Context: an optimization exercise on an open-source flow, tuned for small area, a short achievable clock period and few clock cycles per item. The choices shown serve that exercise and are no tape-out recipe.
In this exercise RTL edits were held to simulation tests only and were not proved equivalent to the original.
Power is estimated from default activity; no workload was simulated.

File: flow/constraint.sdc
create_clock -name core_clock -period 10.0 [get_ports {clock}]
set_input_delay 2.0000 -clock core_clock [delete_from_list [all_inputs] [get_ports {clock}]]
set_output_delay 2.0000 -clock core_clock [all_outputs]
set_load 0.01 [all_outputs]
File: flow/run.sh
#!/bin/bash
# synth_recipe.tcl (not shown) runs the flow's synth.tcl, then flattens the netlist and writes it again
# the make line also repeats each setting of config.mk as NAME=value (left out here)
make -C /OpenROAD-flow-scripts/flow DESIGN_CONFIG=/design/flow/config.mk WORK_HOME=/design/flow/orfs CLKGATE_MAP_FILE= SYNTH_SCRIPT=/design/flow/synth_recipe.tcl finish
File: flow/design.v
package scev_pkg;
   localparam logic [31:0] HdrMagic   = 32'h3256_5053;
   localparam logic [31:0] SpvMagic   = 32'h0723_0203;
   localparam logic [63:0] FnvBasis   = 64'hCBF2_9CE4_8422_2325;
   localparam logic [31:0] MaxBytesReset = 32'd67108864;
   localparam logic [2:0] VerdictOk     = 3'd0;
   localparam logic [2:0] VerdictSize   = 3'd1;
   localparam logic [2:0] VerdictHeader = 3'd2;
   localparam logic [2:0] VerdictLength = 3'd3;
   localparam logic [2:0] VerdictHash   = 3'd4;
   localparam logic [2:0] VerdictPrefix = 3'd5;
   localparam logic [2:0] VerdictSpirv  = 3'd6;
   function automatic logic [31:0] inc32(input logic [31:0] v);
      logic [4:0] blk;
      logic       c;
      begin
         blk[0] = 1'b1;
         for (int b = 0; b < 4; b++) blk[b + 1] = blk[b] & (&v[8 * b +: 8]);
         for (int b = 0; b < 4; b++) begin
            c = blk[b];
            for (int i = 0; i < 8; i++) begin
               inc32[8 * b + i] = v[8 * b + i] ^ c;
               c = c & v[8 * b + i];
            end
         end
      end
   endfunction
   function automatic logic [31:0] dec32(input logic [31:0] v);
      dec32 = ~inc32(~v);
   endfunction
   function automatic logic [15:0] dec16(input logic [15:0] v);
      logic [31:0] w;
      begin
         w = dec32({16'hFFFF, v});
         dec16 = w[15:0];
      end
   endfunction
   function automatic logic [63:0] fnv_step(input logic [63:0] hash, input logic [7:0] data);
      logic [63:0] x;
      begin
         x = hash ^ {56'd0, data};
         fnv_step = (x << 40) + (x << 9) - (x << 6) - (x << 4) + (x << 1) + x;
      end
   endfunction
endpackage
module scev_fnv_hash (
   input  logic        clock,
   input  logic        consume,    
   input  logic        payload,    
   input  logic        load,       
   input  logic [7:0]  port_byte,
   output logic [63:0] hash
);
   logic [63:0] x, xn, row0, row1, pg_p, pg_g, next, base;
   logic t1, t2, t3, t4, t5, t6, t7, t8, t9, t10, t11, t12, t13, t14, t15, t16;
   logic t17, t18, t19, t20, t21, t22, t23, t24, t25, t26, t27, t28, t29, t30, t31, t32;
   logic t33, t34, t35, t36, t37, t38, t39, t40, t41, t42, t43, t44, t45, t46, t47, t48;
   logic t49, t50, t51, t52, t53, t54, t55, t56, t57, t58, t59, t60, t61, t62, t63, t64;
   logic t65, t66, t67, t68, t69, t70, t71, t72, t73, t74, t75, t76, t77, t78, t79, t80;
   logic t81, t82, t83, t84, t85, t86, t87, t88, t89, t90, t91, t92, t93, t94, t95, t96;
   logic t97, t98, t99, t100, t101, t102, t103, t104, t105, t106, t107, t108, t109, t110, t111, t112;
   logic t113, t114, t115, t116, t117, t118, t119, t120, t121, t122, t123, t124, t125, t126, t127, t128;
   logic t129, t130, t131, t132, t133, t134, t135, t136, t137, t138, t139, t140, t141, t142, t143, t144;
   logic t145, t146, t147, t148, t149, t150, t151, t152, t153, t154, t155, t156, t157, t158, t159, t160;
   logic t161, t162, t163, t164, t165, t166, t167, t168, t169, t170, t171, t172, t173, t174, t175, t176;
   logic t177, t178, t179, t180, t181, t182, t183, t184, t185, t186, t187, t188, t189, t190, t191, t192;
   logic t193, t194, t195, t196, t197, t198, t199, t200, t201, t202, t203, t204, t205, t206, t207, t208;
   logic t209, t210, t211, t212, t213, t214, t215, t216, t217, t218, t219, t220, t221, t222, t223, t224;
   logic t225, t226, t227, t228, t229, t230, t231, t232, t233, t234, t235, t236, t237, t238, t239, t240;
   logic t241, t242, t243, t244, t245, t246, t247, t248, t249, t250, t251, t252, t253, t254, t255, t256;
   logic t257, t258, t259, t260, t261, t262, t263, t264, t265, t266, t267, t268, t269, t270, t271, t272;
   logic t273, t274, t275, t276, t277, t278, t279, t280, t281, t282, t283, t284, t285, t286, t287, t288;
   logic t289, t290, t291, t292, t293, t294, t295, t296, t297, t298, t299, t300, t301, t302, t303, t304;
   logic t305, t306, t307, t308, t309, t310, t311, t312, t313, t314, t315, t316, t317, t318, t319, t320;
   logic t321, t322, t323, t324, t325, t326, t327, t328, t329, t330, t331, t332, t333, t334, t335, t336;
   logic t337, t338, t339, t340, t341, t342, t343, t344, t345, t346, t347, t348, t349, t350, t351, t352;
   logic t353, t354, t355, t356, t357, t358, t359, t360, t361, t362, t363, t364, t365, t366, t367, t368;
   logic t369, t370, t371, t372, t373, t374, t375, t376, t377, t378, t379, t380, t381, t382, t383, t384;
   logic t385, t386, t387, t388, t389, t390, t391, t392, t393, t394, t395, t396, t397, t398, t399, t400;
   logic t401, t402, t403, t404, c1g, c2g, c2p, c3g, c3p, c4g, c4p, c5g, c5p, c6g, c6p, c7g;
   logic c7p, c8g, c8p, c9g, c9p, c10g, c10p, c11g, c11p, c12g, c12p, c13g, c13p, c14g, c14p, c15g;
   logic c15p, c16g, c16p, c17g, c17p, c18g, c18p, c19g, c19p, c20g, c20p, c21g, c21p, c22g, c22p, c23g;
   logic c23p, c24g, c24p, c25g, c25p, c26g, c26p, c27g, c27p, c28g, c28p, c29g, c29p, c30g, c30p, c31g;
   logic c31p, c32g, c32p, c33g, c34g, c35g, c35p, c36g, c36p, c37g, c37p, c38g, c38p, c39g, c39p, c40g;
   logic c40p, c41g, c41p, c42g, c42p, c43g, c43p, c44g, c44p, c45g, c45p, c46g, c46p, c47g, c47p, c48g;
   logic c48p, c49g, c49p, c50g, c50p, c51g, c51p, c52g, c52p, c53g, c53p, c54g, c54p, c55g, c55p, c56g;
   logic c56p, c57g, c57p, c58g, c58p, c59g, c59p, c60g, c60p, c61g, c61p, c62g, c62p, c63g, c63p, c64g;
   logic c64p, c65g, c66g, c67g, c68g, c69g, c69p, c70g, c70p, c71g, c71p, c72g, c72p, c73g, c73p, c74g;
   logic c74p, c75g, c75p, c76g, c76p, c77g, c77p, c78g, c78p, c79g, c79p, c80g, c80p, c81g, c81p, c82g;
   logic c82p, c83g, c83p, c84g, c84p, c85g, c85p, c86g, c86p, c87g, c87p, c88g, c88p, c89g, c89p, c90g;
   logic c90p, c91g, c91p, c92g, c92p, c93g, c93p, c94g, c94p, c95g, c95p, c96g, c96p, c97g, c98g, c99g;
   logic c100g, c101g, c102g, c103g, c104g, c105g, c105p, c106g, c106p, c107g, c107p, c108g, c108p, c109g, c109p, c110g;
   logic c110p, c111g, c111p, c112g, c112p, c113g, c113p, c114g, c114p, c115g, c115p, c116g, c116p, c117g, c117p, c118g;
   logic c118p, c119g, c119p, c120g, c120p, c121g, c121p, c122g, c122p, c123g, c123p, c124g, c124p, c125g, c125p, c126g;
   logic c126p, c127g, c127p, c128g, c128p, c129g, c130g, c131g, c132g, c133g, c134g, c135g, c136g, c137g, c138g, c139g;
   logic c140g, c141g, c142g, c143g, c144g, c145g, c145p, c146g, c146p, c147g, c147p, c148g, c148p, c149g, c149p, c150g;
   logic c150p, c151g, c151p, c152g, c152p, c153g, c153p, c154g, c154p, c155g, c155p, c156g, c156p, c157g, c157p, c158g;
   logic c158p, c159g, c159p, c160g, c160p, c161g, c162g, c163g, c164g, c165g, c166g, c167g, c168g, c169g, c170g, c171g;
   logic c172g, c173g, c174g, c175g, c176g, c177g, c178g, c179g, c180g, c181g, c182g, c183g, c184g, c185g, c186g, c187g;
   logic c188g, c189g, c190g, c191g, c192g;
   assign x  = hash;
   assign xn = ~x;
   assign t1 = ~x[5];
   assign t2 = x[5];
   assign {t4, t3} = x[6] + x[7];
   assign {t6, t5} = x[7] + x[8];
   assign {t8, t7} = x[0] + x[8] + x[9];
   assign {t10, t9} = x[1] + x[9] + x[10];
   assign {t12, t11} = x[2] + x[10] + x[11];
   assign {t14, t13} = x[3] + x[11] + x[12];
   assign {t16, t15} = x[4] + x[12] + x[13];
   assign {t18, t17} = x[5] + x[13] + x[14];
   assign {t20, t19} = x[6] + x[14] + x[15];
   assign {t22, t21} = x[7] + x[15] + x[16];
   assign {t24, t23} = x[8] + x[16] + x[17];
   assign {t26, t25} = x[9] + x[17] + x[18];
   assign {t28, t27} = x[10] + x[18] + x[19];
   assign {t30, t29} = x[11] + x[19] + x[20];
   assign {t32, t31} = x[12] + x[20] + x[21];
   assign {t34, t33} = x[13] + x[21] + x[22];
   assign {t36, t35} = x[14] + x[22] + x[23];
   assign {t38, t37} = x[15] + x[23] + x[24];
   assign {t40, t39} = x[16] + x[24] + x[25];
   assign {t42, t41} = x[17] + x[25] + x[26];
   assign {t44, t43} = x[18] + x[26] + x[27];
   assign {t46, t45} = x[19] + x[27] + x[28];
   assign {t48, t47} = x[20] + x[28] + x[29];
   assign {t50, t49} = x[21] + x[29] + x[30];
   assign {t52, t51} = x[22] + x[30] + x[31];
   assign {t54, t53} = x[23] + x[31] + x[32];
   assign {t56, t55} = x[24] + x[32] + x[33];
   assign {t58, t57} = x[25] + x[33] + x[34];
   assign {t60, t59} = x[26] + x[34] + x[35];
   assign {t62, t61} = x[27] + x[35] + x[36];
   assign {t64, t63} = x[28] + x[36] + x[37];
   assign {t66, t65} = x[29] + x[37] + x[38];
   assign {t68, t67} = x[30] + x[38] + x[39];
   assign {t70, t69} = x[0] + x[31] + x[39];
   assign {t72, t71} = x[40] + xn[34];
   assign {t74, t73} = x[1] + x[32] + x[40];
   assign {t76, t75} = x[41] + xn[35] + xn[37];
   assign {t78, t77} = x[2] + x[33] + x[41];
   assign {t80, t79} = x[42] + xn[36] + xn[38];
   assign {t82, t81} = x[3] + x[34] + x[42];
   assign {t84, t83} = x[43] + xn[37] + xn[39];
   assign {t86, t85} = x[4] + x[35] + x[43];
   assign {t88, t87} = x[44] + xn[38] + xn[40];
   assign {t90, t89} = x[5] + x[36] + x[44];
   assign {t92, t91} = x[45] + xn[39] + xn[41];
   assign {t94, t93} = x[6] + x[37] + x[45];
   assign {t96, t95} = x[46] + xn[40] + xn[42];
   assign {t98, t97} = x[7] + x[38] + x[46];
   assign {t100, t99} = x[47] + xn[41] + xn[43];
   assign {t102, t101} = x[8] + x[39] + x[47];
   assign {t104, t103} = x[48] + xn[42] + xn[44];
   assign {t106, t105} = x[9] + x[40] + x[48];
   assign {t108, t107} = x[49] + xn[43] + xn[45];
   assign {t110, t109} = x[10] + x[41] + x[49];
   assign {t112, t111} = x[50] + xn[44] + xn[46];
   assign {t114, t113} = x[11] + x[42] + x[50];
   assign {t116, t115} = x[51] + xn[45] + xn[47];
   assign {t118, t117} = x[12] + x[43] + x[51];
   assign {t120, t119} = x[52] + xn[46] + xn[48];
   assign {t122, t121} = x[13] + x[44] + x[52];
   assign {t124, t123} = x[53] + xn[47] + xn[49];
   assign {t126, t125} = x[14] + x[45] + x[53];
   assign {t128, t127} = x[54] + xn[48] + xn[50];
   assign {t130, t129} = x[15] + x[46] + x[54];
   assign {t132, t131} = x[55] + xn[49] + xn[51];
   assign {t134, t133} = x[16] + x[47] + x[55];
   assign {t136, t135} = x[56] + xn[50] + xn[52];
   assign {t138, t137} = x[17] + x[48] + x[56];
   assign {t140, t139} = x[57] + xn[51] + xn[53];
   assign {t142, t141} = x[18] + x[49] + x[57];
   assign {t144, t143} = x[58] + xn[52] + xn[54];
   assign {t146, t145} = x[19] + x[50] + x[58];
   assign {t148, t147} = x[59] + xn[53] + xn[55];
   assign {t150, t149} = x[20] + x[51] + x[59];
   assign {t152, t151} = x[60] + xn[54] + xn[56];
   assign {t154, t153} = x[21] + x[52] + x[60];
   assign {t156, t155} = x[61] + xn[55] + xn[57];
   assign {t158, t157} = x[22] + x[53] + x[61];
   assign {t160, t159} = x[62] + xn[56] + xn[58];
   assign {t162, t161} = x[23] + x[54] + x[62];
   assign {t164, t163} = x[63] + xn[57] + xn[59];
   assign t165 = ~x[3];
   assign t166 = x[3];
   assign {t168, t167} = x[4] + x[5];
   assign {t170, t169} = x[6] + xn[0] + xn[2];
   assign {t172, t171} = xn[1] + xn[3] + t2;
   assign {t174, t173} = xn[2] + xn[4] + t4;
   assign {t176, t175} = xn[3] + xn[5] + t6;
   assign {t178, t177} = xn[4] + xn[6] + t8;
   assign {t180, t179} = xn[5] + xn[7] + t10;
   assign {t182, t181} = xn[6] + xn[8] + t12;
   assign {t184, t183} = xn[7] + xn[9] + t14;
   assign {t186, t185} = xn[8] + xn[10] + t16;
   assign {t188, t187} = xn[9] + xn[11] + t18;
   assign {t190, t189} = xn[10] + xn[12] + t20;
   assign {t192, t191} = xn[11] + xn[13] + t22;
   assign {t194, t193} = xn[12] + xn[14] + t24;
   assign {t196, t195} = xn[13] + xn[15] + t26;
   assign {t198, t197} = xn[14] + xn[16] + t28;
   assign {t200, t199} = xn[15] + xn[17] + t30;
   assign {t202, t201} = xn[16] + xn[18] + t32;
   assign {t204, t203} = xn[17] + xn[19] + t34;
   assign {t206, t205} = xn[18] + xn[20] + t36;
   assign {t208, t207} = xn[19] + xn[21] + t38;
   assign {t210, t209} = xn[20] + xn[22] + t40;
   assign {t212, t211} = xn[21] + xn[23] + t42;
   assign {t214, t213} = xn[22] + xn[24] + t44;
   assign {t216, t215} = xn[23] + xn[25] + t46;
   assign {t218, t217} = xn[24] + xn[26] + t48;
   assign {t220, t219} = xn[25] + xn[27] + t50;
   assign {t222, t221} = xn[26] + xn[28] + t52;
   assign {t224, t223} = xn[27] + xn[29] + t54;
   assign {t226, t225} = xn[28] + xn[30] + t56;
   assign {t228, t227} = xn[29] + xn[31] + t58;
   assign {t230, t229} = xn[30] + xn[32] + t60;
   assign {t232, t231} = xn[31] + xn[33] + t62;
   assign {t234, t233} = xn[32] + xn[34] + t64;
   assign {t236, t235} = xn[33] + xn[35] + t66;
   assign {t238, t237} = xn[36] + t68 + t69;
   assign {t240, t239} = t70 + t73 + t72;
   assign {t242, t241} = t74 + t77 + t76;
   assign {t244, t243} = t78 + t81 + t80;
   assign {t246, t245} = t82 + t85 + t84;
   assign {t248, t247} = t86 + t89 + t88;
   assign {t250, t249} = t90 + t93 + t92;
   assign {t252, t251} = t94 + t97 + t96;
   assign {t254, t253} = t98 + t101 + t100;
   assign {t256, t255} = t102 + t105 + t104;
   assign {t258, t257} = t106 + t109 + t108;
   assign {t260, t259} = t110 + t113 + t112;
   assign {t262, t261} = t114 + t117 + t116;
   assign {t264, t263} = t118 + t121 + t120;
   assign {t266, t265} = t122 + t125 + t124;
   assign {t268, t267} = t126 + t129 + t128;
   assign {t270, t269} = t130 + t133 + t132;
   assign {t272, t271} = t134 + t137 + t136;
   assign {t274, t273} = t138 + t141 + t140;
   assign {t276, t275} = t142 + t145 + t144;
   assign {t278, t277} = t146 + t149 + t148;
   assign {t280, t279} = t150 + t153 + t152;
   assign {t282, t281} = t154 + t157 + t156;
   assign {t284, t283} = t158 + t161 + t160;
   assign {t286, t285} = x[4] + xn[0];
   assign {t288, t287} = xn[1] + t166 + t167;
   assign {t290, t289} = t168 + t1 + t169;
   assign {t292, t291} = t3 + t170 + t171;
   assign {t294, t293} = t5 + t172 + t173;
   assign {t296, t295} = t7 + t174 + t175;
   assign {t298, t297} = t9 + t176 + t177;
   assign {t300, t299} = t11 + t178 + t179;
   assign {t302, t301} = t13 + t180 + t181;
   assign {t304, t303} = t15 + t182 + t183;
   assign {t306, t305} = t17 + t184 + t185;
   assign {t308, t307} = t19 + t186 + t187;
   assign {t310, t309} = t21 + t188 + t189;
   assign {t312, t311} = t23 + t190 + t191;
   assign {t314, t313} = t25 + t192 + t193;
   assign {t316, t315} = t27 + t194 + t195;
   assign {t318, t317} = t29 + t196 + t197;
   assign {t320, t319} = t31 + t198 + t199;
   assign {t322, t321} = t33 + t200 + t201;
   assign {t324, t323} = t35 + t202 + t203;
   assign {t326, t325} = t37 + t204 + t205;
   assign {t328, t327} = t39 + t206 + t207;
   assign {t330, t329} = t41 + t208 + t209;
   assign {t332, t331} = t43 + t210 + t211;
   assign {t334, t333} = t45 + t212 + t213;
   assign {t336, t335} = t47 + t214 + t215;
   assign {t338, t337} = t49 + t216 + t217;
   assign {t340, t339} = t51 + t218 + t219;
   assign {t342, t341} = t53 + t220 + t221;
   assign {t344, t343} = t55 + t222 + t223;
   assign {t346, t345} = t57 + t224 + t225;
   assign {t348, t347} = t59 + t226 + t227;
   assign {t350, t349} = t61 + t228 + t229;
   assign {t352, t351} = t63 + t230 + t231;
   assign {t354, t353} = t65 + t232 + t233;
   assign {t356, t355} = t67 + t234 + t235;
   assign {t358, t357} = t71 + t236 + t237;
   assign {t360, t359} = t75 + t238 + t239;
   assign {t362, t361} = t79 + t240 + t241;
   assign {t364, t363} = t83 + t242 + t243;
   assign {t366, t365} = t87 + t244 + t245;
   assign {t368, t367} = t91 + t246 + t247;
   assign {t370, t369} = t95 + t248 + t249;
   assign {t372, t371} = t99 + t250 + t251;
   assign {t374, t373} = t103 + t252 + t253;
   assign {t376, t375} = t107 + t254 + t255;
   assign {t378, t377} = t111 + t256 + t257;
   assign {t380, t379} = t115 + t258 + t259;
   assign {t382, t381} = t119 + t260 + t261;
   assign {t384, t383} = t123 + t262 + t263;
   assign {t386, t385} = t127 + t264 + t265;
   assign {t388, t387} = t131 + t266 + t267;
   assign {t390, t389} = t135 + t268 + t269;
   assign {t392, t391} = t139 + t270 + t271;
   assign {t394, t393} = t143 + t272 + t273;
   assign {t396, t395} = t147 + t274 + t275;
   assign {t398, t397} = t151 + t276 + t277;
   assign {t400, t399} = t155 + t278 + t279;
   assign {t402, t401} = t159 + t280 + t281;
   assign {t404, t403} = t163 + t282 + t283;
   assign row0 = {t402, t400, t398, t396, t394, t392, t390, t388, t386, t384, t382, t380, t378, t376, t374, t372, t370, t368, t366, t364, t362, t360, t358, t356, t354, t352, t350, t348, t346, t344, t342, t340, t338, t336, t334, t332, t330, t328, t326, t324, t322, t320, t318, t316, t314, t312, t310, t308, t306, t304, t302, t300, t298, t296, t294, t292, t290, t288, t286, t165, x[2], x[1], x[0], x[0]};
   assign row1 = {t403, t401, t399, t397, t395, t393, t391, t389, t387, t385, t383, t381, t379, t377, t375, t373, t371, t369, t367, t365, t363, t361, t359, t357, t355, t353, t351, t349, t347, t345, t343, t341, t339, t337, t335, t333, t331, t329, t327, t325, t323, t321, t319, t317, t315, t313, t311, t309, t307, t305, t303, t301, t299, t297, t295, t293, t291, t289, t287, t285, x[3], x[2], x[1], 1'b0};
   assign pg_p = row0 ^ row1;
   assign pg_g = row0 & row1;
   assign c1g = pg_g[1] | (pg_p[1] & pg_g[0]);
   assign c2g = pg_g[3] | (pg_p[3] & pg_g[2]);
   assign c2p = pg_p[3] & pg_p[2];
   assign c3g = pg_g[5] | (pg_p[5] & pg_g[4]);
   assign c3p = pg_p[5] & pg_p[4];
   assign c4g = pg_g[7] | (pg_p[7] & pg_g[6]);
   assign c4p = pg_p[7] & pg_p[6];
   assign c5g = pg_g[9] | (pg_p[9] & pg_g[8]);
   assign c5p = pg_p[9] & pg_p[8];
   assign c6g = pg_g[11] | (pg_p[11] & pg_g[10]);
   assign c6p = pg_p[11] & pg_p[10];
   assign c7g = pg_g[13] | (pg_p[13] & pg_g[12]);
   assign c7p = pg_p[13] & pg_p[12];
   assign c8g = pg_g[15] | (pg_p[15] & pg_g[14]);
   assign c8p = pg_p[15] & pg_p[14];
   assign c9g = pg_g[17] | (pg_p[17] & pg_g[16]);
   assign c9p = pg_p[17] & pg_p[16];
   assign c10g = pg_g[19] | (pg_p[19] & pg_g[18]);
   assign c10p = pg_p[19] & pg_p[18];
   assign c11g = pg_g[21] | (pg_p[21] & pg_g[20]);
   assign c11p = pg_p[21] & pg_p[20];
   assign c12g = pg_g[23] | (pg_p[23] & pg_g[22]);
   assign c12p = pg_p[23] & pg_p[22];
   assign c13g = pg_g[25] | (pg_p[25] & pg_g[24]);
   assign c13p = pg_p[25] & pg_p[24];
   assign c14g = pg_g[27] | (pg_p[27] & pg_g[26]);
   assign c14p = pg_p[27] & pg_p[26];
   assign c15g = pg_g[29] | (pg_p[29] & pg_g[28]);
   assign c15p = pg_p[29] & pg_p[28];
   assign c16g = pg_g[31] | (pg_p[31] & pg_g[30]);
   assign c16p = pg_p[31] & pg_p[30];
   assign c17g = pg_g[33] | (pg_p[33] & pg_g[32]);
   assign c17p = pg_p[33] & pg_p[32];
   assign c18g = pg_g[35] | (pg_p[35] & pg_g[34]);
   assign c18p = pg_p[35] & pg_p[34];
   assign c19g = pg_g[37] | (pg_p[37] & pg_g[36]);
   assign c19p = pg_p[37] & pg_p[36];
   assign c20g = pg_g[39] | (pg_p[39] & pg_g[38]);
   assign c20p = pg_p[39] & pg_p[38];
   assign c21g = pg_g[41] | (pg_p[41] & pg_g[40]);
   assign c21p = pg_p[41] & pg_p[40];
   assign c22g = pg_g[43] | (pg_p[43] & pg_g[42]);
   assign c22p = pg_p[43] & pg_p[42];
   assign c23g = pg_g[45] | (pg_p[45] & pg_g[44]);
   assign c23p = pg_p[45] & pg_p[44];
   assign c24g = pg_g[47] | (pg_p[47] & pg_g[46]);
   assign c24p = pg_p[47] & pg_p[46];
   assign c25g = pg_g[49] | (pg_p[49] & pg_g[48]);
   assign c25p = pg_p[49] & pg_p[48];
   assign c26g = pg_g[51] | (pg_p[51] & pg_g[50]);
   assign c26p = pg_p[51] & pg_p[50];
   assign c27g = pg_g[53] | (pg_p[53] & pg_g[52]);
   assign c27p = pg_p[53] & pg_p[52];
   assign c28g = pg_g[55] | (pg_p[55] & pg_g[54]);
   assign c28p = pg_p[55] & pg_p[54];
   assign c29g = pg_g[57] | (pg_p[57] & pg_g[56]);
   assign c29p = pg_p[57] & pg_p[56];
   assign c30g = pg_g[59] | (pg_p[59] & pg_g[58]);
   assign c30p = pg_p[59] & pg_p[58];
   assign c31g = pg_g[61] | (pg_p[61] & pg_g[60]);
   assign c31p = pg_p[61] & pg_p[60];
   assign c32g = pg_g[63] | (pg_p[63] & pg_g[62]);
   assign c32p = pg_p[63] & pg_p[62];
   assign c33g = pg_g[2] | (pg_p[2] & c1g);
   assign c34g = c2g | (c2p & c1g);
   assign c35g = pg_g[6] | (pg_p[6] & c3g);
   assign c35p = pg_p[6] & c3p;
   assign c36g = c4g | (c4p & c3g);
   assign c36p = c4p & c3p;
   assign c37g = pg_g[10] | (pg_p[10] & c5g);
   assign c37p = pg_p[10] & c5p;
   assign c38g = c6g | (c6p & c5g);
   assign c38p = c6p & c5p;
   assign c39g = pg_g[14] | (pg_p[14] & c7g);
   assign c39p = pg_p[14] & c7p;
   assign c40g = c8g | (c8p & c7g);
   assign c40p = c8p & c7p;
   assign c41g = pg_g[18] | (pg_p[18] & c9g);
   assign c41p = pg_p[18] & c9p;
   assign c42g = c10g | (c10p & c9g);
   assign c42p = c10p & c9p;
   assign c43g = pg_g[22] | (pg_p[22] & c11g);
   assign c43p = pg_p[22] & c11p;
   assign c44g = c12g | (c12p & c11g);
   assign c44p = c12p & c11p;
   assign c45g = pg_g[26] | (pg_p[26] & c13g);
   assign c45p = pg_p[26] & c13p;
   assign c46g = c14g | (c14p & c13g);
   assign c46p = c14p & c13p;
   assign c47g = pg_g[30] | (pg_p[30] & c15g);
   assign c47p = pg_p[30] & c15p;
   assign c48g = c16g | (c16p & c15g);
   assign c48p = c16p & c15p;
   assign c49g = pg_g[34] | (pg_p[34] & c17g);
   assign c49p = pg_p[34] & c17p;
   assign c50g = c18g | (c18p & c17g);
   assign c50p = c18p & c17p;
   assign c51g = pg_g[38] | (pg_p[38] & c19g);
   assign c51p = pg_p[38] & c19p;
   assign c52g = c20g | (c20p & c19g);
   assign c52p = c20p & c19p;
   assign c53g = pg_g[42] | (pg_p[42] & c21g);
   assign c53p = pg_p[42] & c21p;
   assign c54g = c22g | (c22p & c21g);
   assign c54p = c22p & c21p;
   assign c55g = pg_g[46] | (pg_p[46] & c23g);
   assign c55p = pg_p[46] & c23p;
   assign c56g = c24g | (c24p & c23g);
   assign c56p = c24p & c23p;
   assign c57g = pg_g[50] | (pg_p[50] & c25g);
   assign c57p = pg_p[50] & c25p;
   assign c58g = c26g | (c26p & c25g);
   assign c58p = c26p & c25p;
   assign c59g = pg_g[54] | (pg_p[54] & c27g);
   assign c59p = pg_p[54] & c27p;
   assign c60g = c28g | (c28p & c27g);
   assign c60p = c28p & c27p;
   assign c61g = pg_g[58] | (pg_p[58] & c29g);
   assign c61p = pg_p[58] & c29p;
   assign c62g = c30g | (c30p & c29g);
   assign c62p = c30p & c29p;
   assign c63g = pg_g[62] | (pg_p[62] & c31g);
   assign c63p = pg_p[62] & c31p;
   assign c64g = c32g | (c32p & c31g);
   assign c64p = c32p & c31p;
   assign c65g = pg_g[4] | (pg_p[4] & c34g);
   assign c66g = c3g | (c3p & c34g);
   assign c67g = c35g | (c35p & c34g);
   assign c68g = c36g | (c36p & c34g);
   assign c69g = pg_g[12] | (pg_p[12] & c38g);
   assign c69p = pg_p[12] & c38p;
   assign c70g = c7g | (c7p & c38g);
   assign c70p = c7p & c38p;
   assign c71g = c39g | (c39p & c38g);
   assign c71p = c39p & c38p;
   assign c72g = c40g | (c40p & c38g);
   assign c72p = c40p & c38p;
   assign c73g = pg_g[20] | (pg_p[20] & c42g);
   assign c73p = pg_p[20] & c42p;
   assign c74g = c11g | (c11p & c42g);
   assign c74p = c11p & c42p;
   assign c75g = c43g | (c43p & c42g);
   assign c75p = c43p & c42p;
   assign c76g = c44g | (c44p & c42g);
   assign c76p = c44p & c42p;
   assign c77g = pg_g[28] | (pg_p[28] & c46g);
   assign c77p = pg_p[28] & c46p;
   assign c78g = c15g | (c15p & c46g);
   assign c78p = c15p & c46p;
   assign c79g = c47g | (c47p & c46g);
   assign c79p = c47p & c46p;
   assign c80g = c48g | (c48p & c46g);
   assign c80p = c48p & c46p;
   assign c81g = pg_g[36] | (pg_p[36] & c50g);
   assign c81p = pg_p[36] & c50p;
   assign c82g = c19g | (c19p & c50g);
   assign c82p = c19p & c50p;
   assign c83g = c51g | (c51p & c50g);
   assign c83p = c51p & c50p;
   assign c84g = c52g | (c52p & c50g);
   assign c84p = c52p & c50p;
   assign c85g = pg_g[44] | (pg_p[44] & c54g);
   assign c85p = pg_p[44] & c54p;
   assign c86g = c23g | (c23p & c54g);
   assign c86p = c23p & c54p;
   assign c87g = c55g | (c55p & c54g);
   assign c87p = c55p & c54p;
   assign c88g = c56g | (c56p & c54g);
   assign c88p = c56p & c54p;
   assign c89g = pg_g[52] | (pg_p[52] & c58g);
   assign c89p = pg_p[52] & c58p;
   assign c90g = c27g | (c27p & c58g);
   assign c90p = c27p & c58p;
   assign c91g = c59g | (c59p & c58g);
   assign c91p = c59p & c58p;
   assign c92g = c60g | (c60p & c58g);
   assign c92p = c60p & c58p;
   assign c93g = pg_g[60] | (pg_p[60] & c62g);
   assign c93p = pg_p[60] & c62p;
   assign c94g = c31g | (c31p & c62g);
   assign c94p = c31p & c62p;
   assign c95g = c63g | (c63p & c62g);
   assign c95p = c63p & c62p;
   assign c96g = c64g | (c64p & c62g);
   assign c96p = c64p & c62p;
   assign c97g = pg_g[8] | (pg_p[8] & c68g);
   assign c98g = c5g | (c5p & c68g);
   assign c99g = c37g | (c37p & c68g);
   assign c100g = c38g | (c38p & c68g);
   assign c101g = c69g | (c69p & c68g);
   assign c102g = c70g | (c70p & c68g);
   assign c103g = c71g | (c71p & c68g);
   assign c104g = c72g | (c72p & c68g);
   assign c105g = pg_g[24] | (pg_p[24] & c76g);
   assign c105p = pg_p[24] & c76p;
   assign c106g = c13g | (c13p & c76g);
   assign c106p = c13p & c76p;
   assign c107g = c45g | (c45p & c76g);
   assign c107p = c45p & c76p;
   assign c108g = c46g | (c46p & c76g);
   assign c108p = c46p & c76p;
   assign c109g = c77g | (c77p & c76g);
   assign c109p = c77p & c76p;
   assign c110g = c78g | (c78p & c76g);
   assign c110p = c78p & c76p;
   assign c111g = c79g | (c79p & c76g);
   assign c111p = c79p & c76p;
   assign c112g = c80g | (c80p & c76g);
   assign c112p = c80p & c76p;
   assign c113g = pg_g[40] | (pg_p[40] & c84g);
   assign c113p = pg_p[40] & c84p;
   assign c114g = c21g | (c21p & c84g);
   assign c114p = c21p & c84p;
   assign c115g = c53g | (c53p & c84g);
   assign c115p = c53p & c84p;
   assign c116g = c54g | (c54p & c84g);
   assign c116p = c54p & c84p;
   assign c117g = c85g | (c85p & c84g);
   assign c117p = c85p & c84p;
   assign c118g = c86g | (c86p & c84g);
   assign c118p = c86p & c84p;
   assign c119g = c87g | (c87p & c84g);
   assign c119p = c87p & c84p;
   assign c120g = c88g | (c88p & c84g);
   assign c120p = c88p & c84p;
   assign c121g = pg_g[56] | (pg_p[56] & c92g);
   assign c121p = pg_p[56] & c92p;
   assign c122g = c29g | (c29p & c92g);
   assign c122p = c29p & c92p;
   assign c123g = c61g | (c61p & c92g);
   assign c123p = c61p & c92p;
   assign c124g = c62g | (c62p & c92g);
   assign c124p = c62p & c92p;
   assign c125g = c93g | (c93p & c92g);
   assign c125p = c93p & c92p;
   assign c126g = c94g | (c94p & c92g);
   assign c126p = c94p & c92p;
   assign c127g = c95g | (c95p & c92g);
   assign c127p = c95p & c92p;
   assign c128g = c96g | (c96p & c92g);
   assign c128p = c96p & c92p;
   assign c129g = pg_g[16] | (pg_p[16] & c104g);
   assign c130g = c9g | (c9p & c104g);
   assign c131g = c41g | (c41p & c104g);
   assign c132g = c42g | (c42p & c104g);
   assign c133g = c73g | (c73p & c104g);
   assign c134g = c74g | (c74p & c104g);
   assign c135g = c75g | (c75p & c104g);
   assign c136g = c76g | (c76p & c104g);
   assign c137g = c105g | (c105p & c104g);
   assign c138g = c106g | (c106p & c104g);
   assign c139g = c107g | (c107p & c104g);
   assign c140g = c108g | (c108p & c104g);
   assign c141g = c109g | (c109p & c104g);
   assign c142g = c110g | (c110p & c104g);
   assign c143g = c111g | (c111p & c104g);
   assign c144g = c112g | (c112p & c104g);
   assign c145g = pg_g[48] | (pg_p[48] & c120g);
   assign c145p = pg_p[48] & c120p;
   assign c146g = c25g | (c25p & c120g);
   assign c146p = c25p & c120p;
   assign c147g = c57g | (c57p & c120g);
   assign c147p = c57p & c120p;
   assign c148g = c58g | (c58p & c120g);
   assign c148p = c58p & c120p;
   assign c149g = c89g | (c89p & c120g);
   assign c149p = c89p & c120p;
   assign c150g = c90g | (c90p & c120g);
   assign c150p = c90p & c120p;
   assign c151g = c91g | (c91p & c120g);
   assign c151p = c91p & c120p;
   assign c152g = c92g | (c92p & c120g);
   assign c152p = c92p & c120p;
   assign c153g = c121g | (c121p & c120g);
   assign c153p = c121p & c120p;
   assign c154g = c122g | (c122p & c120g);
   assign c154p = c122p & c120p;
   assign c155g = c123g | (c123p & c120g);
   assign c155p = c123p & c120p;
   assign c156g = c124g | (c124p & c120g);
   assign c156p = c124p & c120p;
   assign c157g = c125g | (c125p & c120g);
   assign c157p = c125p & c120p;
   assign c158g = c126g | (c126p & c120g);
   assign c158p = c126p & c120p;
   assign c159g = c127g | (c127p & c120g);
   assign c159p = c127p & c120p;
   assign c160g = c128g | (c128p & c120g);
   assign c160p = c128p & c120p;
   assign c161g = pg_g[32] | (pg_p[32] & c144g);
   assign c162g = c17g | (c17p & c144g);
   assign c163g = c49g | (c49p & c144g);
   assign c164g = c50g | (c50p & c144g);
   assign c165g = c81g | (c81p & c144g);
   assign c166g = c82g | (c82p & c144g);
   assign c167g = c83g | (c83p & c144g);
   assign c168g = c84g | (c84p & c144g);
   assign c169g = c113g | (c113p & c144g);
   assign c170g = c114g | (c114p & c144g);
   assign c171g = c115g | (c115p & c144g);
   assign c172g = c116g | (c116p & c144g);
   assign c173g = c117g | (c117p & c144g);
   assign c174g = c118g | (c118p & c144g);
   assign c175g = c119g | (c119p & c144g);
   assign c176g = c120g | (c120p & c144g);
   assign c177g = c145g | (c145p & c144g);
   assign c178g = c146g | (c146p & c144g);
   assign c179g = c147g | (c147p & c144g);
   assign c180g = c148g | (c148p & c144g);
   assign c181g = c149g | (c149p & c144g);
   assign c182g = c150g | (c150p & c144g);
   assign c183g = c151g | (c151p & c144g);
   assign c184g = c152g | (c152p & c144g);
   assign c185g = c153g | (c153p & c144g);
   assign c186g = c154g | (c154p & c144g);
   assign c187g = c155g | (c155p & c144g);
   assign c188g = c156g | (c156p & c144g);
   assign c189g = c157g | (c157p & c144g);
   assign c190g = c158g | (c158p & c144g);
   assign c191g = c159g | (c159p & c144g);
   assign c192g = c160g | (c160p & c144g);
   assign next[0] = pg_p[0];
   assign next[1] = pg_p[1] ^ pg_g[0];
   assign next[2] = pg_p[2] ^ c1g;
   assign next[3] = pg_p[3] ^ c33g;
   assign next[4] = pg_p[4] ^ c34g;
   assign next[5] = pg_p[5] ^ c65g;
   assign next[6] = pg_p[6] ^ c66g;
   assign next[7] = pg_p[7] ^ c67g;
   assign next[8] = pg_p[8] ^ c68g;
   assign next[9] = pg_p[9] ^ c97g;
   assign next[10] = pg_p[10] ^ c98g;
   assign next[11] = pg_p[11] ^ c99g;
   assign next[12] = pg_p[12] ^ c100g;
   assign next[13] = pg_p[13] ^ c101g;
   assign next[14] = pg_p[14] ^ c102g;
   assign next[15] = pg_p[15] ^ c103g;
   assign next[16] = pg_p[16] ^ c104g;
   assign next[17] = pg_p[17] ^ c129g;
   assign next[18] = pg_p[18] ^ c130g;
   assign next[19] = pg_p[19] ^ c131g;
   assign next[20] = pg_p[20] ^ c132g;
   assign next[21] = pg_p[21] ^ c133g;
   assign next[22] = pg_p[22] ^ c134g;
   assign next[23] = pg_p[23] ^ c135g;
   assign next[24] = pg_p[24] ^ c136g;
   assign next[25] = pg_p[25] ^ c137g;
   assign next[26] = pg_p[26] ^ c138g;
   assign next[27] = pg_p[27] ^ c139g;
   assign next[28] = pg_p[28] ^ c140g;
   assign next[29] = pg_p[29] ^ c141g;
   assign next[30] = pg_p[30] ^ c142g;
   assign next[31] = pg_p[31] ^ c143g;
   assign next[32] = pg_p[32] ^ c144g;
   assign next[33] = pg_p[33] ^ c161g;
   assign next[34] = pg_p[34] ^ c162g;
   assign next[35] = pg_p[35] ^ c163g;
   assign next[36] = pg_p[36] ^ c164g;
   assign next[37] = pg_p[37] ^ c165g;
   assign next[38] = pg_p[38] ^ c166g;
   assign next[39] = pg_p[39] ^ c167g;
   assign next[40] = pg_p[40] ^ c168g;
   assign next[41] = pg_p[41] ^ c169g;
   assign next[42] = pg_p[42] ^ c170g;
   assign next[43] = pg_p[43] ^ c171g;
   assign next[44] = pg_p[44] ^ c172g;
   assign next[45] = pg_p[45] ^ c173g;
   assign next[46] = pg_p[46] ^ c174g;
   assign next[47] = pg_p[47] ^ c175g;
   assign next[48] = pg_p[48] ^ c176g;
   assign next[49] = pg_p[49] ^ c177g;
   assign next[50] = pg_p[50] ^ c178g;
   assign next[51] = pg_p[51] ^ c179g;
   assign next[52] = pg_p[52] ^ c180g;
   assign next[53] = pg_p[53] ^ c181g;
   assign next[54] = pg_p[54] ^ c182g;
   assign next[55] = pg_p[55] ^ c183g;
   assign next[56] = pg_p[56] ^ c184g;
   assign next[57] = pg_p[57] ^ c185g;
   assign next[58] = pg_p[58] ^ c186g;
   assign next[59] = pg_p[59] ^ c187g;
   assign next[60] = pg_p[60] ^ c188g;
   assign next[61] = pg_p[61] ^ c189g;
   assign next[62] = pg_p[62] ^ c190g;
   assign next[63] = pg_p[63] ^ c191g;
   assign base = payload ? next : scev_pkg::FnvBasis;
   always_ff @(posedge clock) begin
      if (consume) begin
         hash[63:8] <= base[63:8];
      end
      if (consume || load) begin
         hash[7:0] <= (consume ? base[7:0] : hash[7:0]) ^ (load ? port_byte : 8'd0);
      end
   end
endmodule
module scev_spirv_walk (
   input  logic       clock,
   input  logic       reset,
   input  logic       step,       
   input  logic       header,     
   input  logic       word,       
   input  logic [7:0] data_byte,
   output logic       bad         
);
   logic [1:0]  lane_ff;    
   logic [2:0]  widx_ff;    
   logic [15:0] skip_ff;    
   logic [7:0]  b2_ff;      
   logic        zero_ff;    
   logic        bad_ff;
   logic [15:0] len;
   logic [7:0]  magic_byte;
   logic        byte_zero;
   logic        bad_now;
   always_comb begin
      len        = {data_byte, b2_ff};
      byte_zero  = data_byte == 8'd0;
      magic_byte = scev_pkg::SpvMagic[8 * lane_ff +: 8];
      bad_now    = 1'b0;
      case (widx_ff)
         3'd0: bad_now = data_byte != magic_byte;
         3'd3: bad_now = lane_ff == 2'd3 && zero_ff && byte_zero;
         3'd4: bad_now = !byte_zero;
         3'd5: bad_now = lane_ff == 2'd3 && skip_ff == 16'd0 && len == 16'd0;
         default: ;
      endcase
   end
   always_ff @(posedge clock) begin
      if (reset) begin
         lane_ff <= '0;
         widx_ff <= '0;
         bad_ff  <= 1'b0;
      end else if (step && header) begin
         lane_ff <= '0;
         widx_ff <= '0;
         bad_ff  <= 1'b0;
      end else if (step && word) begin
         lane_ff <= lane_ff + 2'd1;
         if (bad_now) bad_ff <= 1'b1;
         if (lane_ff == 2'd3 && widx_ff != 3'd5) widx_ff <= widx_ff + 3'd1;
      end
   end
   always_ff @(posedge clock) begin
      if (step && word) begin
         zero_ff <= (lane_ff == 2'd0 || zero_ff) && byte_zero;
         if (lane_ff == 2'd2) b2_ff <= data_byte;
         if (lane_ff == 2'd3) begin
            if (widx_ff != 3'd5) skip_ff <= '0;
            else skip_ff <= scev_pkg::dec16(skip_ff == 16'd0 ? len : skip_ff);
         end
      end
   end
   assign bad = bad_ff || widx_ff != 3'd5 || skip_ff != 16'd0;
endmodule
module shader_cache_entry_validator_unit (
   input  logic        clock,
   input  logic        reset,
   input  logic        req_tvalid,
   output logic        req_tready,
   input  logic [15:0] req_tdata,   
   input  logic        req_tlast,   
   output logic        rsp_tvalid,
   input  logic        rsp_tready,
   output logic [39:0] rsp_tdata,   
   input  logic        csr_valid,
   output logic        csr_ready,
   input  logic [1:0]  csr_index,
   input  logic [31:0] csr_data
);
   logic [31:0] stage_code_ff;
   logic [23:0] contract_len_ff;
   logic [23:0] source_len_ff;
   logic [31:0] max_bytes_ff;
   logic        in_valid_ff;
   logic [7:0]  in_file_ff;
   logic        in_differs_ff;   
   logic        in_last_ff;
   logic [1:0]  owed_ff;         
   logic        ready_ff;
   logic [31:0] pos_ff;          
   logic        payload_ff;      
   logic        words_ff;        
   logic        over_ff;         
   logic        header_bad_ff;
   logic [31:0] word_count_ff;
   logic [31:0] len_left_ff;     
   logic        len_high_ff;     
   logic        len_sum_ok_ff;   
   logic [63:0] hash_field_ff;
   logic        prefix_bad_ff;
   logic        vp_valid_ff;
   logic [2:0]  vp_code_ff;      
   logic        rsp_valid_ff;
   logic [2:0]  rsp_code_ff;
   logic [31:0] rejected_ff;
   logic        take, take_payload, consume, last, header, prefix, word;
   logic [5:0]  hpos;
   logic [7:0]  expect_byte;
   logic        check_byte;
   logic [63:0] hash;
   logic        walk_bad;
   logic [25:0] prefix_end;
   logic        at_prefix_end;
   logic        at_max;
   logic [2:0]  pre_code;
   logic [2:0]  code;
   logic        load_rsp;
   logic [1:0]  owed_next;
   assign csr_ready  = 1'b1;
   assign req_tready = ready_ff;
   assign rsp_tvalid = rsp_valid_ff;
   assign rsp_tdata  = {5'd0, rejected_ff, rsp_code_ff};
   always_ff @(posedge clock) begin
      if (reset) begin
         stage_code_ff   <= '0;
         contract_len_ff <= '0;
         source_len_ff   <= '0;
         max_bytes_ff    <= scev_pkg::MaxBytesReset;
      end else if (csr_valid) begin
         case (csr_index)
            2'd0: stage_code_ff   <= csr_data;
            2'd1: contract_len_ff <= csr_data[23:0];
            2'd2: source_len_ff   <= csr_data[23:0];
            default: max_bytes_ff <= csr_data;
         endcase
      end
   end
   assign take = req_tvalid && ready_ff;
   always_ff @(posedge clock) begin
      in_valid_ff   <= take && !reset;
      in_file_ff    <= req_tdata[7:0];
      in_differs_ff <= req_tdata[7:0] != req_tdata[15:8];
      in_last_ff    <= req_tlast;
   end
   always_comb begin
      owed_next = owed_ff;
      if (take && req_tlast) owed_next = owed_next + 2'd1;
      if (rsp_valid_ff && rsp_tready) owed_next = owed_next - 2'd1;
   end
   always_ff @(posedge clock) begin
      if (reset) begin
         owed_ff  <= '0;
         ready_ff <= 1'b1;
      end else begin
         owed_ff  <= owed_next;
         ready_ff <= !owed_next[1];
      end
   end
   assign consume = in_valid_ff;
   assign last    = in_last_ff;
   assign header  = !payload_ff;
   assign prefix  = payload_ff && !words_ff;
   assign word    = words_ff;
   assign hpos    = pos_ff[5:0];
   assign prefix_end = {2'd0, contract_len_ff} + {2'd0, source_len_ff} + 26'd39;
   assign at_max  = pos_ff == max_bytes_ff;
   assign at_prefix_end = pos_ff == {6'd0, prefix_end};
   always_comb begin
      check_byte  = header && hpos < 6'd20;
      expect_byte = 8'd0;
      case (hpos[4:0])
         5'd0:  expect_byte = scev_pkg::HdrMagic[7:0];
         5'd1:  expect_byte = scev_pkg::HdrMagic[15:8];
         5'd2:  expect_byte = scev_pkg::HdrMagic[23:16];
         5'd3:  expect_byte = scev_pkg::HdrMagic[31:24];
         5'd4:  expect_byte = 8'd2;
         5'd8:  expect_byte = stage_code_ff[7:0];
         5'd9:  expect_byte = stage_code_ff[15:8];
         5'd10: expect_byte = stage_code_ff[23:16];
         5'd11: expect_byte = stage_code_ff[31:24];
         5'd12: expect_byte = contract_len_ff[7:0];
         5'd13: expect_byte = contract_len_ff[15:8];
         5'd14: expect_byte = contract_len_ff[23:16];
         5'd16: expect_byte = source_len_ff[7:0];
         5'd17: expect_byte = source_len_ff[15:8];
         5'd18: expect_byte = source_len_ff[23:16];
         default: expect_byte = 8'd0;
      endcase
   end
   always_ff @(posedge clock) begin
      if (reset) begin
         pos_ff        <= '0;
         payload_ff    <= 1'b0;
         words_ff      <= 1'b0;
         over_ff       <= 1'b0;
         header_bad_ff <= 1'b0;
         len_high_ff   <= 1'b0;
         len_sum_ok_ff <= 1'b0;
      end else if (consume) begin
         if (last) begin
            pos_ff        <= '0;
            payload_ff    <= 1'b0;
            words_ff      <= 1'b0;
            over_ff       <= 1'b0;
            header_bad_ff <= 1'b0;
            len_high_ff   <= 1'b0;
            len_sum_ok_ff <= 1'b0;
         end else begin
            pos_ff <= scev_pkg::inc32(pos_ff);
            if (header && hpos == 6'd39) payload_ff <= 1'b1;
            if (at_max) over_ff <= 1'b1;
            if (check_byte && in_file_ff != expect_byte) header_bad_ff <= 1'b1;
            if (header && hpos[5:2] == 4'd7 && in_file_ff != 8'd0) len_high_ff <= 1'b1;
            if (at_prefix_end) begin
               words_ff <= 1'b1;
               if (len_left_ff == {word_count_ff[29:0], 1'b0, payload_ff} &&
                   word_count_ff[31:30] == 2'd0) len_sum_ok_ff <= 1'b1;
            end
         end
      end
   end
   always_ff @(posedge clock) begin
      if (consume) begin
         if (header) begin
            case (hpos)
               6'd20: word_count_ff[7:0]   <= in_file_ff;
               6'd21: word_count_ff[15:8]  <= in_file_ff;
               6'd22: word_count_ff[23:16] <= in_file_ff;
               6'd23: word_count_ff[31:24] <= in_file_ff;
               6'd24: len_left_ff[7:0]     <= in_file_ff;
               6'd25: len_left_ff[15:8]    <= in_file_ff;
               6'd26: len_left_ff[23:16]   <= in_file_ff;
               6'd27: len_left_ff[31:24]   <= in_file_ff;
               6'd32: hash_field_ff[7:0]   <= in_file_ff;
               6'd33: hash_field_ff[15:8]  <= in_file_ff;
               6'd34: hash_field_ff[23:16] <= in_file_ff;
               6'd35: hash_field_ff[31:24] <= in_file_ff;
               6'd36: hash_field_ff[39:32] <= in_file_ff;
               6'd37: hash_field_ff[47:40] <= in_file_ff;
               6'd38: hash_field_ff[55:48] <= in_file_ff;
               6'd39: hash_field_ff[63:56] <= in_file_ff;
               default: ;
            endcase
         end else begin
            len_left_ff <= scev_pkg::dec32(len_left_ff);
         end
      end
   end
   always_ff @(posedge clock) begin
      if (reset) begin
         prefix_bad_ff <= 1'b0;
      end else if (consume) begin
         if (header) prefix_bad_ff <= 1'b0;
         else if (prefix && in_differs_ff) prefix_bad_ff <= 1'b1;
      end
   end
   assign take_payload = take && (consume ? !last && (payload_ff || hpos == 6'd39) : payload_ff);
   scev_fnv_hash u_hash (
      .clock     (clock),
      .consume   (consume),
      .payload   (payload_ff),
      .load      (take_payload),
      .port_byte (req_tdata[7:0]),
      .hash      (hash)
   );
   scev_spirv_walk u_walk (
      .clock     (clock),
      .reset     (reset),
      .step      (consume),
      .header    (header),
      .word      (word),
      .data_byte (in_file_ff),
      .bad       (walk_bad)
   );
   always_comb begin
      if (over_ff || at_max || (header && hpos != 6'd39)) begin
         pre_code = scev_pkg::VerdictSize;
      end else if (header_bad_ff || (word_count_ff[31:3] == 29'd0 && word_count_ff[2:0] < 3'd5)) begin
         pre_code = scev_pkg::VerdictHeader;
      end else if (!(payload_ff && len_left_ff == 32'd1 && !len_high_ff && len_sum_ok_ff)) begin
         pre_code = scev_pkg::VerdictLength;
      end else begin
         pre_code = scev_pkg::VerdictOk;
      end
   end
   always_comb begin
      if (vp_code_ff != scev_pkg::VerdictOk) code = vp_code_ff;
      else if (hash != hash_field_ff) code = scev_pkg::VerdictHash;
      else if (prefix_bad_ff) code = scev_pkg::VerdictPrefix;
      else if (walk_bad) code = scev_pkg::VerdictSpirv;
      else code = scev_pkg::VerdictOk;
   end
   assign load_rsp = vp_valid_ff && !rsp_valid_ff;
   always_ff @(posedge clock) begin
      if (reset) begin
         vp_valid_ff  <= 1'b0;
         rsp_valid_ff <= 1'b0;
         rejected_ff  <= '0;
      end else begin
         if (consume && last) vp_valid_ff <= 1'b1;
         else if (load_rsp) vp_valid_ff <= 1'b0;
         if (load_rsp) begin
            rsp_valid_ff <= 1'b1;
            if (code != scev_pkg::VerdictOk)
               rejected_ff <= scev_pkg::inc32(rejected_ff) | {32{&rejected_ff}};
         end else if (rsp_tready) begin
            rsp_valid_ff <= 1'b0;
         end
      end
   end
   always_ff @(posedge clock) begin
      if (consume && last) vp_code_ff <= pre_code;
      if (load_rsp) rsp_code_ff <= code;
   end
endmodule
File: flow/config.mk
export PLATFORM = sky130hd
export DESIGN_NAME = shader_cache_entry_validator_unit
export DESIGN_NICKNAME = shader_cache_entry_validator_unit
export VERILOG_FILES = /design/flow/design.v
export SDC_FILE = /design/flow/constraint.sdc
export NUM_CORES = 4
export LEC_CHECK = 0
export CAP_MARGIN = 20
export CORE_MARGIN = 2
export CORE_UTILIZATION = 40
export SETUP_SLACK_MARGIN = 5
export SLEW_MARGIN = 20
==> notes.md, run 1 <==
status - no timing/DRC/antenna violations
WHS - 457 ps
pin count of the biggest net entering global routing - 113
Netlist Area Pre-Place - 28800 um^2
Primary FF master, synth - edfxtp_1
critical path, cell by cell - fa_1 > inv_1 > fa_1 > inv_1 > fa_1 > ha_1 > and3_1 > a221o_1 > o22ai_2 > o221a_2 > a31oi_2 > o21a_2 > o41ai_1 > mux2_2
Die ar. - 74100 um^2
fin util - 46.7%
Crit path arrival time - 5230 ps
Setup Total Neg Slack - 0 ps
Initial DRT Pass Iterations - 6
commonest non-fill, non-tap cell in the layout - inv_1
P_leak - 13.7 nW
total track usage - 23.1%
CTS tree - yes
Crit. End Element - flip-flop
clk buf depth - 3
share of layout cells above drive strength 1 - 8.59%
Worst-Margin Slew - 1060 ps
max-capacitance violation count - 0
highest clock rate - 0.205 GHz
H-tree depth - 2
die height - 272 um
maximum VDD drop - 0.000127 V
Fin. Hold Viols - 0
chip width - 272 um
Port Buf Inserts - 92
via count - 22300
Seq/Total Area, Yosys - 37.5%
GRT overflow - 0
Area growth, synth to finish - 15.9%
CP max-delay cell - fa_1
fin crit period - 4870 ps
max-slew violations - 0
Setup Skew - 54.0 ps
post-DR vias/cell - 5.45
largest stage delay on the critical path - 610 ps
clock root buffer - clkbuf_16
Routed WL per cell - 21.2 um
initial antenna violation count - 3
first-pass GRT wire length - 131000 um
Nets - 3565
Core Area - 71400 um^2
Slew HR - 28.7%
RSZ-0062 raised after global routing - yes
Post-synth ARST share - 0%
io pins - 99
met2 global-route usage - 37.1%
syn avg cell area - 9.80 um^2
clock latency on the worst-skew pair - 620 ps
antenna viol nets, final - 0
CTS clk-pin slew, worst paths - 70 ps
Finish-stage setup viols - 0
yosys warns - 3
Sink Count - 427
Starting Density - 40.3%
Final period util - 48.7%
# rows - 98
most used cell, CP - fa_1
vias in the first global route - 22000
Setup crit start kind - flip-flop
PwrDens - 147 nW/um^2
Cells after Synth - 2935
hold buffer count at CTS - 0
Seq cells post-synth - 427
drt total wl - 86700 um
routability cong. - 0.950
Cell variety after synth - 81
Crit path required time - 10360 ps
hpwl dp - 64800 um
GR peak layer - met2
Worst Hold Class - reg2reg
commonest cells after routing, fill and taps aside - inv_1, nand2_1, a21oi_1
DR iter-0 viols - 1885
Num CTS Buffers - 49
Post-synth EDFFs - 222
maximum fanout along the worst path - 6
GR Layer Usage met1 - 31.5%
DRC violations left - 0
CP Class - reg2reg
met3 Use GR - 4.07%
fillers - 6674
-- worst paths after layout --
path	from	end	slack, ps	depth (start not counted)
min	stage_code_ff[23]	stage_code_ff[23]	460	2
max	u_hash.hash[2]	u_hash.hash[52]	5130	14
min reg2reg	stage_code_ff[23]	stage_code_ff[23]	460	2
max reg2reg	u_hash.hash[2]	u_hash.hash[52]	5130	14
-- routing by layer --
metal,routed length [um],up-vias
met5,27,-
met4,3140,4
met3,6330,178
met2,39400,824
met1,37800,10900
li1,-,10300
-- critical path: cells and delay by family (launching register included) --
family | cells | cell delay [ps]
AO/OA/AOI/OAI | 6 | 1430
adder cells (fa/ha/maj) | 4 | 1890
buffers and inverters | 2 | 100
flip-flops | 1 | 550
multiplexers | 1 | 370
AND/OR/NAND/NOR | 1 | 250
-- metrics by stage --
step                setup slack (ps)  instances  instance area (um^2)  total power [mW]
global route                    4960       4082                 33300              5.14
global placement                4350       3906                 30700              2.92
detailed placement              4240       3906                 30800              2.94
floorplan                       5290       2939                 28800              2.66
CTS                             4940       4049                 32900              4.89
finish                          5130       4083                 33300              4.92
-- cells by family (layout without fill, tap and decap cells) --
group,Yosys count,in the layout,share of synthesized area [%]
buffers and inverters,468,661,6.20
other,2,7,0.0261
adders and majority gates,417,417,23.3
DFF,427,427,37.5
muxes,9,9,0.339
AOI/OAI and AO/OA,516,516,11.2
and+or+nand+nor,846,846,13.9
xor gates and xnor gates,250,250,7.61
-- timing repair --
| action | in CTS | in global routing |
|---|---|---|
| endpoints found under the setup margin | 36 | 26 |
| setup buffers | 52 | 32 |
| pin swaps | 2 | 7 |
| resized for setup | 15 | 26 |
-- registers in the layout, summed over array words and instances, names as in the netlist, 3 cells and up --
signal	flops
contract_len_ff	24
hash_field_ff	64
in_file_ff	8
len_left_ff	32
max_bytes_ff	32
pos_ff	32
rejected_ff	32
rsp_code_ff	3
source_len_ff	24
stage_code_ff	32
u_hash.hash	64
u_walk.b2_ff	8
u_walk.skip_ff	16
u_walk.widx_ff	3
word_count_ff	32
-- synthesized netlist by cell type (all sizes together) (36+ instances only) --
library cell,count,area (um^2)
ha,220,2750
o21ai,43,215
nor3,36,180
clkbuf,90,339
xnor2,141,1230
nand4,53,332
nor2,207,777
xor2,109,955
nand2,320,1200
a211oi,36,275
nor4,61,382
dfxtp,205,4100
edfxtp,222,6670
fa,197,3940
nor2b,38,238
inv,365,1370
a21oi,263,1320
-- layout make-up --
cell class,count,area (um^2),area share [%]
clock inverters,28,350,1.05
repair buffers,205,1780,5.34
well taps,950,1190,3.57
multi-input cells,2044,16500,49.5
flip-flops and latches,427,10800,32.3
inverters,365,1370,4.11
clock buffers,63,1370,4.11
diodes,1,2.50,0.00751
-- power breakdown --
group / switching, mW / total [mW] / internal (mW) / leakage [nW]
sequential: 0.0458 / 1.92 / 1.87 / 3.65
combinational: 0.628 / 1.08 / 0.454 / 9.19
clock: 0.784 / 1.92 / 1.13 / 0.848
Testbench counts, summed over its fixed seeds: cycles 74,921, bytes 74,896.
==> run 2: changes to the inputs <==
==> flow/flow/run.sh (new file) <==
#!/bin/bash
# Own layout flow: the standard flow (standard.sh, standard synthesis unchanged) with
# smaller port buffers and a clock tree without dummy loads, set through ORFS's environment
# variables. The flow's full output goes to flow_orfs.log in this folder.
set -euo pipefail
cd "$(dirname "$0")/.."
export BUFFER_PORTS_ARGS="-buffer_cell sky130_fd_sc_hd__buf_1"
export CTS_ARGS="-sink_clustering_enable -repair_clock_nets -dont_use_dummy_load -sink_clustering_size 15 -sink_clustering_max_diameter 50 -buf_list {sky130_fd_sc_hd__clkbuf_4 sky130_fd_sc_hd__clkbuf_8}"
bash standard.sh > flow_orfs.log 2>&1
==> flow/standard.sh (new file) <==
#!/bin/bash
# synth_recipe.tcl (not shown) runs the flow's synth.tcl, then flattens the netlist and writes it again
# the make line also repeats each setting of config.mk as NAME=value (left out here)
make -C /OpenROAD-flow-scripts/flow DESIGN_CONFIG=/design/flow/config.mk WORK_HOME=/design/flow/orfs CLKGATE_MAP_FILE= SYNTH_SCRIPT=/design/flow/synth_recipe.tcl "${@:-finish}"
--- a/flow/config.mk
+++ b/flow/config.mk
@@ -7,6 +7,7 @@
 export LEC_CHECK = 0
 export CAP_MARGIN = 20
 export CORE_MARGIN = 2
-export CORE_UTILIZATION = 40
+export CORE_UTILIZATION = 65
+export PLACE_DENSITY = 0.8
 export SETUP_SLACK_MARGIN = 5
 export SLEW_MARGIN = 20
removed: flow/run.sh
==> run 2 against run 1 <==
Still clean; synthesized area unchanged; critical path depth rose by 1; via count up 1.6%; highest routed layer is now met4.
==> notes.md, run 2 <==
status - no timing/DRC/antenna violations
top cells by area, synth - edfxtp_1, dfxtp_1, fa_1
Post-synth EDFFs - 222 (unchanged)
commonest non-fill, non-tap cell in the layout - inv_1
Seq/Total Area, Yosys - 37.5% (unchanged)
setup slack after layout - 5020 ps (-106 ps)
yosys warns - 3 (unchanged)
Crit. End Element - flip-flop
Setup Total Neg Slack - 0 ps (unchanged)
placed insts - 3549 (-9.1%)
flop2flop setup slack - 5020 ps (-110 ps)
total track usage - 35.5% (+12 points)
diode count - 0 (-1)
via count - 22600 (+1.6%)
biggest regs - hash_field_ff x64, u_hash.hash x64
Worst-Margin Slew - 1090 ps (+29.9 ps)
Primary FF master, synth - edfxtp_1
# rows - 77 (-21%)
final std cells w/o fill - 3680 (-9.9%)
Port Buf Inserts - 92 (unchanged)
Post-synth top cells - inv_1, nand2_1, a21oi_1, edfxtp_1, ha_1
vias in the first global route - 22600 (+2.7%)
post-DR vias/cell - 6.15 (+13%)
Slew HR - 27.2% (-1.4 points)
Pwr Total - 4.02 mW (-18%)
max-capacitance violation count - 0 (unchanged)
Finish-stage setup viols - 0 (unchanged)
Num CTS Buffers - 50 (+2.0%)
die height - 214 um (-21%)
antenna viol nets, final - 0 (unchanged)
PwrDens - 129 nW/um^2 (-13%)
Cell variety after synth - 81 (unchanged)
Netlist Area Pre-Place - 28800 um^2 (unchanged)
Area growth, synth to finish - 8.51%
Finished Cell Area - 31200 um^2 (-6.4%)
Initial DRT Pass Iterations - 6 (unchanged)
max-slew violations - 0 (unchanged)
DR iter-0 viols - 2381 (+26%)
Worst Hold Class - reg2reg
Sink Count - 427 (unchanged)
top cell type's share of synthesized area - 23.2% (unchanged)
maximum VDD drop - 0.000121 V (-4.4%)
io pins - 99 (unchanged)
GRT overflow - 0 (unchanged)
Final period util - 49.8% (+1.1 points)
CTS clk-pin slew, worst paths - 80 ps (about the same)
Die ar. - 45900 um^2 (-38%)
RSZ-0062 raised after global routing - yes
DRC violations left - 0 (unchanged)
P_leak - 12.9 nW (-5.5%)
routability cong. - 1.00 (+5.8%)
pin count of the biggest net entering global routing - 91 (-19%)
most common cell in the synthesized netlist - inv_1
CP Class - reg2reg
syn avg cell area - 9.80 um^2 (unchanged)
Post-synth ARST share - 0% (unchanged)
Core Area - 43900 um^2 (-38%)
chip width - 214 um (-21%)
first-pass GRT wire length - 127000 um (-3.7%)
maximum fanout along the worst path - 6 (unchanged)
fin crit period - 4980 ps (+106 ps)
clk buf depth - 3 (unchanged)
Fin. Hold Viols - 0 (unchanged)
H-tree depth - 2 (unchanged)
initial antenna violation count - 0 (-3)
most area-hungry cell type in the Yosys netlist - edfxtp_1
Place WS - 4430 ps (+192 ps)
Routed WL per cell - 22.3 um (+5.0%)
Seq cells post-synth - 427 (unchanged)
fillers - 3310 (-50%)
Starting Density - 65.5% (+25 points)
hpwl dp - 61000 um (-5.9%)
Crit path required time - 10370 ps (about the same)
CTS tree - yes
placed cell areas - 29700 um^2 (-3.4%)
Setup crit start kind - flip-flop
Cells after Synth - 2935 (unchanged)
drt total wl - 82000 um (-5.4%)
WHS - 458 ps (+1.54 ps)
highest clock rate - 0.201 GHz (-2.1%)
share of layout cells above drive strength 1 - 7.35% (-1.2 points)
commonest cells after routing, fill and taps aside - inv_1, nand2_1, a21oi_1
Setup Skew - 64.0 ps (+10.0 ps)
fin util - 71.0% (+24 points)
clock root buffer - clkbuf_8
Crit path arrival time - 5350 ps (+120 ps)
clock latency on the worst-skew pair - 660 ps (+40 ps)
Nets - 3563 (-0.056%)
[run 2: repair_timing]
action	in CTS	in global routing
hold buffers	0	0
endpoints found under the hold margin	0	0
setup endpoints to repair	28	20
resized for setup	10	28
setup buffers	47	33
pin swaps	0	7
[run 2: final timing paths]
check	start	to	cells after the start
setup reg to reg	u_hash.hash[10]	u_hash.hash[46]	15
hold reg to reg	stage_code_ff[25]	stage_code_ff[25]	2
hold / removal	stage_code_ff[25]	stage_code_ff[25]	2
setup / recovery	u_hash.hash[10]	u_hash.hash[46]	15
[run 2: where the power goes]
part	total (mW)	internal, mW	switching [mW]	leakage, nW
registers	1.92	1.87	0.0459	3.65
clock network	1.05	0.440	0.605	0.359
logic	1.06	0.436	0.628	8.94
total	4.02	2.75	1.28	12.9
[run 2: cell families after synthesis]
kind of cell / count (synthesis) / synth area share (%)
AO/OA/AOI/OAI: 516 / 11.2
XOR/XNOR: 250 / 7.61
adder cells (fa/ha/maj): 417 / 23.3
buffers and inverters: 468 / 6.20
flip-flops: 427 / 37.5
multiplexers: 9 / 0.339
other: 2 / 0.0261
AND/OR/NAND/NOR: 846 / 13.9
[run 2: routing by layer]
metal	share of wire, %	vias up	GRT usage (%)
li1	-	10200	-
met1	39	11000	46.5
met2	47	1142	58.7
met3	8.1	245	4.61
met4	5.3	0	17.6
met5	0	-	0
[run 2: final cells by class]
type	instances	area [um^2]	area share [%]
Clock buffer	50	688	2.21
Inverter	365	1370	4.39
Multi-Input combinational cell	2044	16400	52.7
Sequential cell	427	10800	34.5
Tap cell	592	741	2.37
Timing Repair Buffer	202	1180	3.78
[run 2: critical path: stages (launching register included)]
cell      delay [ps]
edfxtp_1         520
buf_4            210
fa_1             450
fa_1             500
inv_1             50
fa_1             520
inv_1             40
ha_1             320
nand4_1          330
and2_1           310
o21ai_0          240
o21ai_2          150
o21ai_4          270
a41oi_2          210
and4b_1          230
or3_1            350

## static timing again, ports no longer ideal
No port has a modelled driver above. Below, the same layouts with a new extraction and two added sets of constraints. Step 1 (the two cells are an assumption about what drives the block):
set clk [get_ports {clock}]
set_driving_cell -lib_cell sky130_fd_sc_hd__clkbuf_16 $clk
set_driving_cell -lib_cell sky130_fd_sc_hd__buf_2 [delete_from_list [all_inputs] $clk]
Step 2 moves the port delays by t, midway between the first and last clock arrival at a register: inputs arrive t later, outputs are due t later. That takes back most of the time a late clock gives input paths. a / b / c = ideal ports / drivers / drivers and shift; a / b = the first two.
run | t, ns | setup slack, ns | worst setup path at the end | latest minus earliest clock arrival (ns) | pins driven straight from the clock port
run 1 | 0.653 | 5.127 / 5.127 / 5.127 | register to register | 0.055 / 0.055 | 1
run 2 | 0.699 | 5.022 / 5.022 / 5.022 | register to register | 0.090 / 0.090 | 1
After both steps every run listed still meets setup and hold.
